This design comes from an exercise in tuning for small area on the open sky130 flow, not from production work. At most, simulation tests tie the RTL to the original design; equivalence was not proved. No driver is modelled on the clock port, so clocking that relies on it looks cheaper here than on a real chip. Power figures rest on the tool's default switching activity, not on a simulated workload.

==> run D <==
Design conv_acc, start of the top module:
module conv_acc
(
    input  logic        clk,
    input  logic        arst_n,
    input  logic        wb_cyc,
    input  logic        wb_stb,
    input  logic        wb_we,
    input  logic [1:0]  wb_adr,
    input  logic [31:0] wb_dat_i,
    output logic        wb_ack,
    output logic [31:0] wb_dat_o
);
==> module conv_acc, before the edit <==
module conv_acc
(
    input  logic        clk,
    input  logic        arst_n,
    input  logic        wb_cyc,
    input  logic        wb_stb,
    input  logic        wb_we,
    input  logic [1:0]  wb_adr,
    input  logic [31:0] wb_dat_i,
    output logic        wb_ack,
    output logic [31:0] wb_dat_o
);
    logic        ack;
    logic        access;
    logic        wr_operand;
    logic        rd_result;
    logic        wr_clear;
    logic        push;
    logic        pop;
    logic        res_pop;
    logic        op_full;
    logic        op_empty_bus;
    logic        op_empty_pe;
    logic        res_empty;
    logic [3:0]  bus_lvl;
    logic [3:0]  credit;
    logic [1:0]  push_d;
    logic [4:0]  pop_d;
    logic [1:0]  rpop_d;
    logic [1:0]  pop_2;
    logic        push_2;
    logic        rpop_2;
    logic [2:0]  pe_lag;
    logic [2:0]  res_lag;
    logic        overflow;
    logic        underflow;
    logic        stat_q;
    logic        hit_q;
    logic [3:0]  count;
    logic [15:0] mem [16];
    logic [15:0] sel;
    logic [15:0] rdata;
    logic [15:0] result;
    assign access     = wb_cyc && wb_stb && !ack;
    assign wr_operand = access && wb_we && (wb_adr == 2'd0);
    assign rd_result  = access && !wb_we && (wb_adr == 2'd1);
    assign wr_clear   = access && wb_we && (wb_adr == 2'd3);
    assign pop_2   = {1'b0, pop_d[0]} + {1'b0, pop_d[1]};
    assign push_2  = push_d[0] | push_d[1];
    assign rpop_2  = rpop_d[0] | rpop_d[1];
    assign pe_lag  = {1'b0, pop_2} + {2'd0, push_2};
    assign res_lag = {1'b0, pop_2} + {2'd0, pop_d[2]} + {2'd0, pop_d[3]}
                   + {2'd0, pop_d[4]} + {2'd0, rpop_2};
    assign op_full      = bus_lvl[3];
    assign op_empty_bus = (bus_lvl == 4'd0);
    assign op_empty_pe  = (bus_lvl == {1'b0, pe_lag});
    assign res_empty    = (credit == {1'b0, res_lag});
    assign push    = wr_operand && !op_full;
    assign pop     = !op_empty_pe && !credit[3];
    assign res_pop = rd_result && !res_empty;
    assign hit_q   = rpop_d[0];
    always_ff @(posedge clk or negedge arst_n) begin
        if (!arst_n) begin
            ack     <= 1'b0;
            push_d  <= '0;
            pop_d   <= '0;
            rpop_d  <= '0;
            bus_lvl <= '0;
            credit  <= '0;
            count   <= '0;
        end else begin
            ack     <= access;
            push_d  <= {push_d[0], push};
            pop_d   <= {pop_d[3:0], pop};
            rpop_d  <= {rpop_d[0], res_pop};
            bus_lvl <= bus_lvl + {3'd0, push} - {3'd0, pop_d[1]};
            credit  <= credit + {3'd0, pop} - {3'd0, rpop_d[1]};
            if (push) begin
                count <= count + 4'd1;
            end else if (hit_q) begin
                count <= count - 4'd1;
            end
        end
    end
    always_ff @(posedge clk) begin
        stat_q <= access && !wb_we && (wb_adr == 2'd2);
    end
    always_ff @(posedge clk or negedge arst_n) begin
        if (!arst_n) begin
            overflow  <= 1'b0;
            underflow <= 1'b0;
        end else if (wr_clear) begin
            overflow  <= 1'b0;
            underflow <= 1'b0;
        end else begin
            if (wr_operand && op_full) begin
                overflow <= 1'b1;
            end
            if (rd_result && res_empty) begin
                underflow <= 1'b1;
            end
        end
    end
    conv_mac u_mac (
        .a      (wb_dat_i[7:0]),
        .b      (wb_dat_i[15:8]),
        .p      (wb_dat_i[31:16]),
        .result (result)
    );
    always_ff @(posedge clk) begin
        if (push) begin
            mem[0] <= result;
            for (int i = 1; i < 16; i++) begin
                mem[i] <= mem[i - 1];
            end
        end
    end
    always_comb begin
        for (int i = 0; i < 16; i++) begin
            sel[i] = hit_q && (count == 4'(i + 1));
        end
    end
    always_comb begin
        rdata = '0;
        for (int i = 0; i < 16; i++) begin
            rdata = rdata | (mem[i] & {16{sel[i]}});
        end
    end
    assign wb_ack = ack;
    always_comb begin
        wb_dat_o       = '0;
        wb_dat_o[15:0] = rdata;
        wb_dat_o[3:0]  = rdata[3:0]
                       | ({4{stat_q}} & {!res_empty, op_empty_bus, underflow, overflow});
    end
endmodule
==> flow/config.mk <==
export PLATFORM = sky130hd
export DESIGN_NAME = conv_acc
export DESIGN_NICKNAME = conv_acc
export VERILOG_FILES = /design/flow/design.v
export SDC_FILE = /design/flow/constraint.sdc
export NUM_CORES = 4
export LEC_CHECK = 0
export CAP_MARGIN = 20
export CORE_MARGIN = 2
export CORE_UTILIZATION = 70
export SLEW_MARGIN = 20
==> flow/constraint.sdc <==
create_clock -name core_clock -period 7.0 [get_ports {clk}]
set_input_delay 1.4000 -clock core_clock [delete_from_list [all_inputs] [get_ports {clk}]]
set_output_delay 1.4000 -clock core_clock [all_outputs]
set_load 0.01 [all_outputs]
standard.sh (not shown) runs the stock make flow with config.mk's settings and CLKGATE_MAP_FILE= SYNTH_SCRIPT=/design/flow/synth_recipe.tcl, a recipe that flattens the netlist after the stock synthesis.
==> flow/flow/run.sh <==
#!/bin/bash
# The standard layout (standard.sh) with these changes:
#  - synthesis maps adders without the Kogge-Stone carry map and skips the
#    early ABC pass inside yosys synth, so the explicit adder tree is
#    extracted into full/half adder cells as written;
#  - the final ABC mapping uses an area-oriented script (flow/area.abc);
#  - ports are buffered with the smallest buffer instead of a delay buffer;
#  - clock tree: small clock buffers, small sink clusters, no dummy loads;
#  - the constant-zero outputs share one tie cell (from synthesis) instead of one each.
# make's full output is in flow.log, each step's in orfs/logs.
set -uo pipefail
here=$PWD
export SYNTH_OPERATIONS_ARGS="-noabc"
export BUFFER_PORTS_ARGS="-buffer_cell sky130_fd_sc_hd__buf_1"
export FLOW_SYNTH_TCL=$here/synth_recipe.tcl
export MY_ABC_SCRIPT=$here/flow/area.abc
export SKIP_REPAIR_TIE_FANOUT=1
export CTS_ARGS="-sink_clustering_enable -repair_clock_nets -dont_use_dummy_load -buf_list sky130_fd_sc_hd__clkbuf_4 -sink_clustering_size 10 -sink_clustering_max_diameter 35"
sed "s#SYNTH_SCRIPT=[^ ]*#SYNTH_SCRIPT=$here/flow/my_synth.tcl#" standard.sh > my_standard.sh
bash my_standard.sh > flow.log 2>&1
==> flow/flow/area.abc <==
&get -n
&st
&dch
&nf -R 1000
&put
==> flow/flow/my_synth.tcl <==
# Wraps the standard flow's synthesis script; only the final ABC mapping script changes
# (area-oriented &dch/&nf mapping of the combinational logic). Registers,
# their names and cell types are left exactly as the standard synthesis.
proc abc {args} {
  set i [lsearch -exact $args -script]
  if {$i >= 0} { lset args [expr {$i + 1}] $::env(MY_ABC_SCRIPT) }
  yosys abc {*}$args
}
source $::env(FLOW_SYNTH_TCL)
==> inputs of run C, as changes to run D <==
--- a/flow/design.v
+++ b/flow/design.v
@@ -198,13 +198,13 @@
     assign s123       = c94 ^ s95 ^ p[14];
     assign c124       = (c94 & s95) | (c94 & p[14]) | (s95 & p[14]);
     assign s125       = c96 ^ p[15];
     assign c126       = c96 & p[15];
     assign row0 = {c124, c122, c120, c118, c116, c114, c112, c110, c108, c106, c104, c102, c100, c98, s97, pp_0_0};
     assign row1 = {s125, s123, s121, s119, s117, s115, s113, s111, s109, s107, s105, s103, s101, s99, p[1], p[0]};
-    logic cc0, cc1, cc10, cc11, cc12, cc2, cc3, cc4, cc5, cc6, cc7, cc8, cc9, cs0, cs1, cs10, cs11, cs12, cs13, cs14, cs15, cs2, cs3, cs4, cs5, cs6, cs7, cs8, cs9, kc0_13, kc0_14, kc0_15, kc1_13, kc1_14, kc1_15, ks0_13, ks0_14, ks0_15, ks1_13, ks1_14, ks1_15;
+    logic cc0, cc1, cc10, cc2, cc3, cc4, cc5, cc6, cc7, cc8, cc9, cs0, cs1, cs10, cs11, cs12, cs13, cs14, cs15, cs2, cs3, cs4, cs5, cs6, cs7, cs8, cs9, kc0_11, kc0_12, kc0_13, kc0_14, kc0_15, kc1_11, kc1_12, kc1_13, kc1_14, kc1_15, ks0_11, ks0_12, ks0_13, ks0_14, ks0_15, ks1_11, ks1_12, ks1_13, ks1_14, ks1_15;
     assign cs0 = pp_0_0 ^ p[0];
     assign cc0 = pp_0_0 & p[0];
     assign cs1 = s97 ^ p[1] ^ cc0;
     assign cc1 = (s97 & p[1]) | (s97 & cc0) | (p[1] & cc0);
     assign cs2 = c98 ^ s99 ^ cc1;
     assign cc2 = (c98 & s99) | (c98 & cc1) | (s99 & cc1);
@@ -221,31 +221,37 @@
     assign cs8 = c110 ^ s111 ^ cc7;
     assign cc8 = (c110 & s111) | (c110 & cc7) | (s111 & cc7);
     assign cs9 = c112 ^ s113 ^ cc8;
     assign cc9 = (c112 & s113) | (c112 & cc8) | (s113 & cc8);
     assign cs10 = c114 ^ s115 ^ cc9;
     assign cc10 = (c114 & s115) | (c114 & cc9) | (s115 & cc9);
-    assign cs11 = c116 ^ s117 ^ cc10;
-    assign cc11 = (c116 & s117) | (c116 & cc10) | (s117 & cc10);
-    assign cs12 = c118 ^ s119 ^ cc11;
-    assign cc12 = (c118 & s119) | (c118 & cc11) | (s119 & cc11);
-    assign ks0_13 = c120 ^ s121;
-    assign kc0_13 = c120 & s121;
+    assign ks0_11 = c116 ^ s117;
+    assign kc0_11 = c116 & s117;
+    assign ks0_12 = c118 ^ s119 ^ kc0_11;
+    assign kc0_12 = (c118 & s119) | (c118 & kc0_11) | (s119 & kc0_11);
+    assign ks0_13 = c120 ^ s121 ^ kc0_12;
+    assign kc0_13 = (c120 & s121) | (c120 & kc0_12) | (s121 & kc0_12);
     assign ks0_14 = c122 ^ s123 ^ kc0_13;
     assign kc0_14 = (c122 & s123) | (c122 & kc0_13) | (s123 & kc0_13);
     assign ks0_15 = c124 ^ s125 ^ kc0_14;
     assign kc0_15 = (c124 & s125) | (c124 & kc0_14) | (s125 & kc0_14);
-    assign ks1_13 = c120 ^ s121 ^ 1'b1;
-    assign kc1_13 = (c120 & s121) | (c120 & 1'b1) | (s121 & 1'b1);
+    assign ks1_11 = c116 ^ s117 ^ 1'b1;
+    assign kc1_11 = (c116 & s117) | (c116 & 1'b1) | (s117 & 1'b1);
+    assign ks1_12 = c118 ^ s119 ^ kc1_11;
+    assign kc1_12 = (c118 & s119) | (c118 & kc1_11) | (s119 & kc1_11);
+    assign ks1_13 = c120 ^ s121 ^ kc1_12;
+    assign kc1_13 = (c120 & s121) | (c120 & kc1_12) | (s121 & kc1_12);
     assign ks1_14 = c122 ^ s123 ^ kc1_13;
     assign kc1_14 = (c122 & s123) | (c122 & kc1_13) | (s123 & kc1_13);
     assign ks1_15 = c124 ^ s125 ^ kc1_14;
     assign kc1_15 = (c124 & s125) | (c124 & kc1_14) | (s125 & kc1_14);
-    assign cs13 = cc12 ? ks1_13 : ks0_13;
-    assign cs14 = cc12 ? ks1_14 : ks0_14;
-    assign cs15 = cc12 ? ks1_15 : ks0_15;
+    assign cs11 = cc10 ? ks1_11 : ks0_11;
+    assign cs12 = cc10 ? ks1_12 : ks0_12;
+    assign cs13 = cc10 ? ks1_13 : ks0_13;
+    assign cs14 = cc10 ? ks1_14 : ks0_14;
+    assign cs15 = cc10 ? ks1_15 : ks0_15;
     assign result = {~cs15, cs14, cs13, cs12, cs11, cs10, cs9, cs8, cs7, cs6, cs5, cs4, cs3, cs2, cs1, cs0};
 endmodule
 module conv_acc
 (
     input  logic        clk,
     input  logic        arst_n,
@@ -303,33 +309,28 @@
     assign op_empty_pe  = (bus_lvl == {1'b0, pe_lag});
     assign res_empty    = (credit == {1'b0, res_lag});
     assign push    = wr_operand && !op_full;
     assign pop     = !op_empty_pe && !credit[3];
     assign res_pop = rd_result && !res_empty;
     assign hit_q   = rpop_d[0];
+    assign count   = bus_lvl + credit - {2'd0, pop_2};
     always_ff @(posedge clk or negedge arst_n) begin
         if (!arst_n) begin
             ack     <= 1'b0;
             push_d  <= '0;
             pop_d   <= '0;
             rpop_d  <= '0;
             bus_lvl <= '0;
             credit  <= '0;
-            count   <= '0;
         end else begin
             ack     <= access;
             push_d  <= {push_d[0], push};
             pop_d   <= {pop_d[3:0], pop};
             rpop_d  <= {rpop_d[0], res_pop};
             bus_lvl <= bus_lvl + {3'd0, push} - {3'd0, pop_d[1]};
             credit  <= credit + {3'd0, pop} - {3'd0, rpop_d[1]};
-            if (push) begin
-                count <= count + 4'd1;
-            end else if (hit_q) begin
-                count <= count - 4'd1;
-            end
         end
     end
     always_ff @(posedge clk) begin
         stat_q <= access && !wb_we && (wb_adr == 2'd2);
     end
     always_ff @(posedge clk or negedge arst_n) begin
==> flow/flow/run.sh (replaced) <==
#!/bin/bash
# The standard layout (standard.sh) with these changes:
#  - synthesis maps adders without the Kogge-Stone carry map and skips the
#    early ABC pass inside yosys synth, so the explicit adder tree is
#    extracted into full/half adder cells as written;
#  - the final ABC mapping uses an area-oriented script (flow/area.abc);
#  - ports are buffered with the smallest buffer instead of a delay buffer;
#  - clock tree: small clock buffers, small sink clusters, no dummy loads;
#  - the constant-zero outputs share one tie cell (from synthesis) instead of one each;
#  - no setup repair at floorplan (ideal clocks there), later stages still repair.
# make's full output is in flow.log, each step's in orfs/logs.
set -uo pipefail
here=$PWD
export SYNTH_OPERATIONS_ARGS="-noabc"
export BUFFER_PORTS_ARGS="-buffer_cell sky130_fd_sc_hd__buf_1"
export FLOW_SYNTH_TCL=$here/synth_recipe.tcl
export MY_ABC_SCRIPT=$here/flow/area.abc
export SKIP_REPAIR_TIE_FANOUT=1
export REMOVE_ABC_BUFFERS=1
export CTS_ARGS="-sink_clustering_enable -repair_clock_nets -dont_use_dummy_load -buf_list sky130_fd_sc_hd__clkbuf_4 -sink_clustering_size 10 -sink_clustering_max_diameter 35"
sed "s#SYNTH_SCRIPT=[^ ]*#SYNTH_SCRIPT=$here/flow/my_synth.tcl#" standard.sh > my_standard.sh
bash my_standard.sh > flow.log 2>&1
Settings changed: CAP_MARGIN 20 to 5, SLEW_MARGIN 20 to 5.
==> inputs of run R, as changes to run D <==
--- a/flow/design.v
+++ b/flow/design.v
@@ -271,15 +271,12 @@
     logic        res_empty;
     logic [3:0]  bus_lvl;
     logic [3:0]  credit;
     logic [1:0]  push_d;
     logic [4:0]  pop_d;
     logic [1:0]  rpop_d;
-    logic [1:0]  pop_2;
-    logic        push_2;
-    logic        rpop_2;
     logic [2:0]  pe_lag;
     logic [2:0]  res_lag;
     logic        overflow;
     logic        underflow;
     logic        stat_q;
     logic        hit_q;
@@ -289,52 +286,50 @@
     logic [15:0] rdata;
     logic [15:0] result;
     assign access     = wb_cyc && wb_stb && !ack;
     assign wr_operand = access && wb_we && (wb_adr == 2'd0);
     assign rd_result  = access && !wb_we && (wb_adr == 2'd1);
     assign wr_clear   = access && wb_we && (wb_adr == 2'd3);
-    assign pop_2   = {1'b0, pop_d[0]} + {1'b0, pop_d[1]};
-    assign push_2  = push_d[0] | push_d[1];
-    assign rpop_2  = rpop_d[0] | rpop_d[1];
-    assign pe_lag  = {1'b0, pop_2} + {2'd0, push_2};
-    assign res_lag = {1'b0, pop_2} + {2'd0, pop_d[2]} + {2'd0, pop_d[3]}
-                   + {2'd0, pop_d[4]} + {2'd0, rpop_2};
+    assign pe_lag  = {2'd0, push_d[0]} + {2'd0, push_d[1]}
+                   + {2'd0, pop_d[0]} + {2'd0, pop_d[1]};
+    assign res_lag = {2'd0, pop_d[0]} + {2'd0, pop_d[1]} + {2'd0, pop_d[2]}
+                   + {2'd0, pop_d[3]} + {2'd0, pop_d[4]}
+                   + {2'd0, rpop_d[0]} + {2'd0, rpop_d[1]};
     assign op_full      = bus_lvl[3];
     assign op_empty_bus = (bus_lvl == 4'd0);
     assign op_empty_pe  = (bus_lvl == {1'b0, pe_lag});
     assign res_empty    = (credit == {1'b0, res_lag});
     assign push    = wr_operand && !op_full;
     assign pop     = !op_empty_pe && !credit[3];
     assign res_pop = rd_result && !res_empty;
     assign hit_q   = rpop_d[0];
     always_ff @(posedge clk or negedge arst_n) begin
         if (!arst_n) begin
             ack     <= 1'b0;
+            stat_q  <= 1'b0;
             push_d  <= '0;
             pop_d   <= '0;
             rpop_d  <= '0;
             bus_lvl <= '0;
             credit  <= '0;
             count   <= '0;
         end else begin
             ack     <= access;
+            stat_q  <= access && !wb_we && (wb_adr == 2'd2);
             push_d  <= {push_d[0], push};
             pop_d   <= {pop_d[3:0], pop};
             rpop_d  <= {rpop_d[0], res_pop};
             bus_lvl <= bus_lvl + {3'd0, push} - {3'd0, pop_d[1]};
             credit  <= credit + {3'd0, pop} - {3'd0, rpop_d[1]};
             if (push) begin
                 count <= count + 4'd1;
             end else if (hit_q) begin
                 count <= count - 4'd1;
             end
         end
     end
-    always_ff @(posedge clk) begin
-        stat_q <= access && !wb_we && (wb_adr == 2'd2);
-    end
     always_ff @(posedge clk or negedge arst_n) begin
         if (!arst_n) begin
             overflow  <= 1'b0;
             underflow <= 1'b0;
         end else if (wr_clear) begin
             overflow  <= 1'b0;
==> flow/flow/run.sh (replaced) <==
#!/bin/bash
# The standard layout (standard.sh) with these changes:
#  - synthesis maps adders without the Kogge-Stone carry map and skips the
#    early ABC pass inside yosys synth, so the explicit adder tree is
#    extracted into full/half adder cells as written;
#  - the final ABC mapping uses an area-oriented script (flow/area.abc);
#  - ports are buffered with the smallest buffer instead of a delay buffer;
#  - clock tree: small clock buffers, small sink clusters, no dummy loads.
# make's full output is in flow.log, each step's in orfs/logs.
set -uo pipefail
here=$PWD
export SYNTH_OPERATIONS_ARGS="-noabc"
export BUFFER_PORTS_ARGS="-buffer_cell sky130_fd_sc_hd__buf_1"
export FLOW_SYNTH_TCL=$here/synth_recipe.tcl
export MY_ABC_SCRIPT=$here/flow/area.abc
export CTS_ARGS="-sink_clustering_enable -repair_clock_nets -dont_use_dummy_load -buf_list sky130_fd_sc_hd__clkbuf_4 -sink_clustering_size 12 -sink_clustering_max_diameter 40"
sed "s#SYNTH_SCRIPT=[^ ]*#SYNTH_SCRIPT=$here/flow/my_synth.tcl#" standard.sh > my_standard.sh
bash my_standard.sh > flow.log 2>&1
Settings changed: CORE_UTILIZATION 70 to 40.
==> notes <==
Setup slack: run C < run D < run R.
In run C the clock-buffer cell count is lower than in run R, by 3.
The highest power belongs to run C, the lowest to run R.
In run C the sequential cell count is lower than in run D, by 4.
Maximum frequency, lowest first: run C, run D, run R.
Final area: run C < run D < run R.
Clock skew, lowest first: run R, run C, run D.
For run D, only the layout was checked, not whether the RTL still works.

static timing again, ports no longer ideal:
In the flow no input, the clock included, has a driving cell. The finished layouts below were timed again as built, in two steps.
Step 1 assumes that a clkbuf_16 drives the clock port and a buf_2 every other input.
Step 2 times the ports against the registers' clock, not the clock port: input delays grow and output delays shrink by t, the midpoint of the rising clock arrivals with the driver on.
a / b / c = no drivers / after step 1 / after step 2; a / b = the first two.
| run | t, ns | setup WS [ns] | worst setup path at the end | pins driven straight from the clock port |
|---|---|---|---|---|
| run D | 0.622 | 0.258 / 0.272 / -0.350 | input to register | 1 |
| run C | 0.618 | 0.239 / 0.250 / -0.368 | input to register | 1 |
| run R | 0.644 | 0.337 / 0.350 / -0.294 | input to register | 1 |
Met with ideal ports but missed after step 2: setup timing in every run listed. The setup slack of run R, which loses most, moves by +0.013 ns with the drivers and by -0.631 ns with both steps.
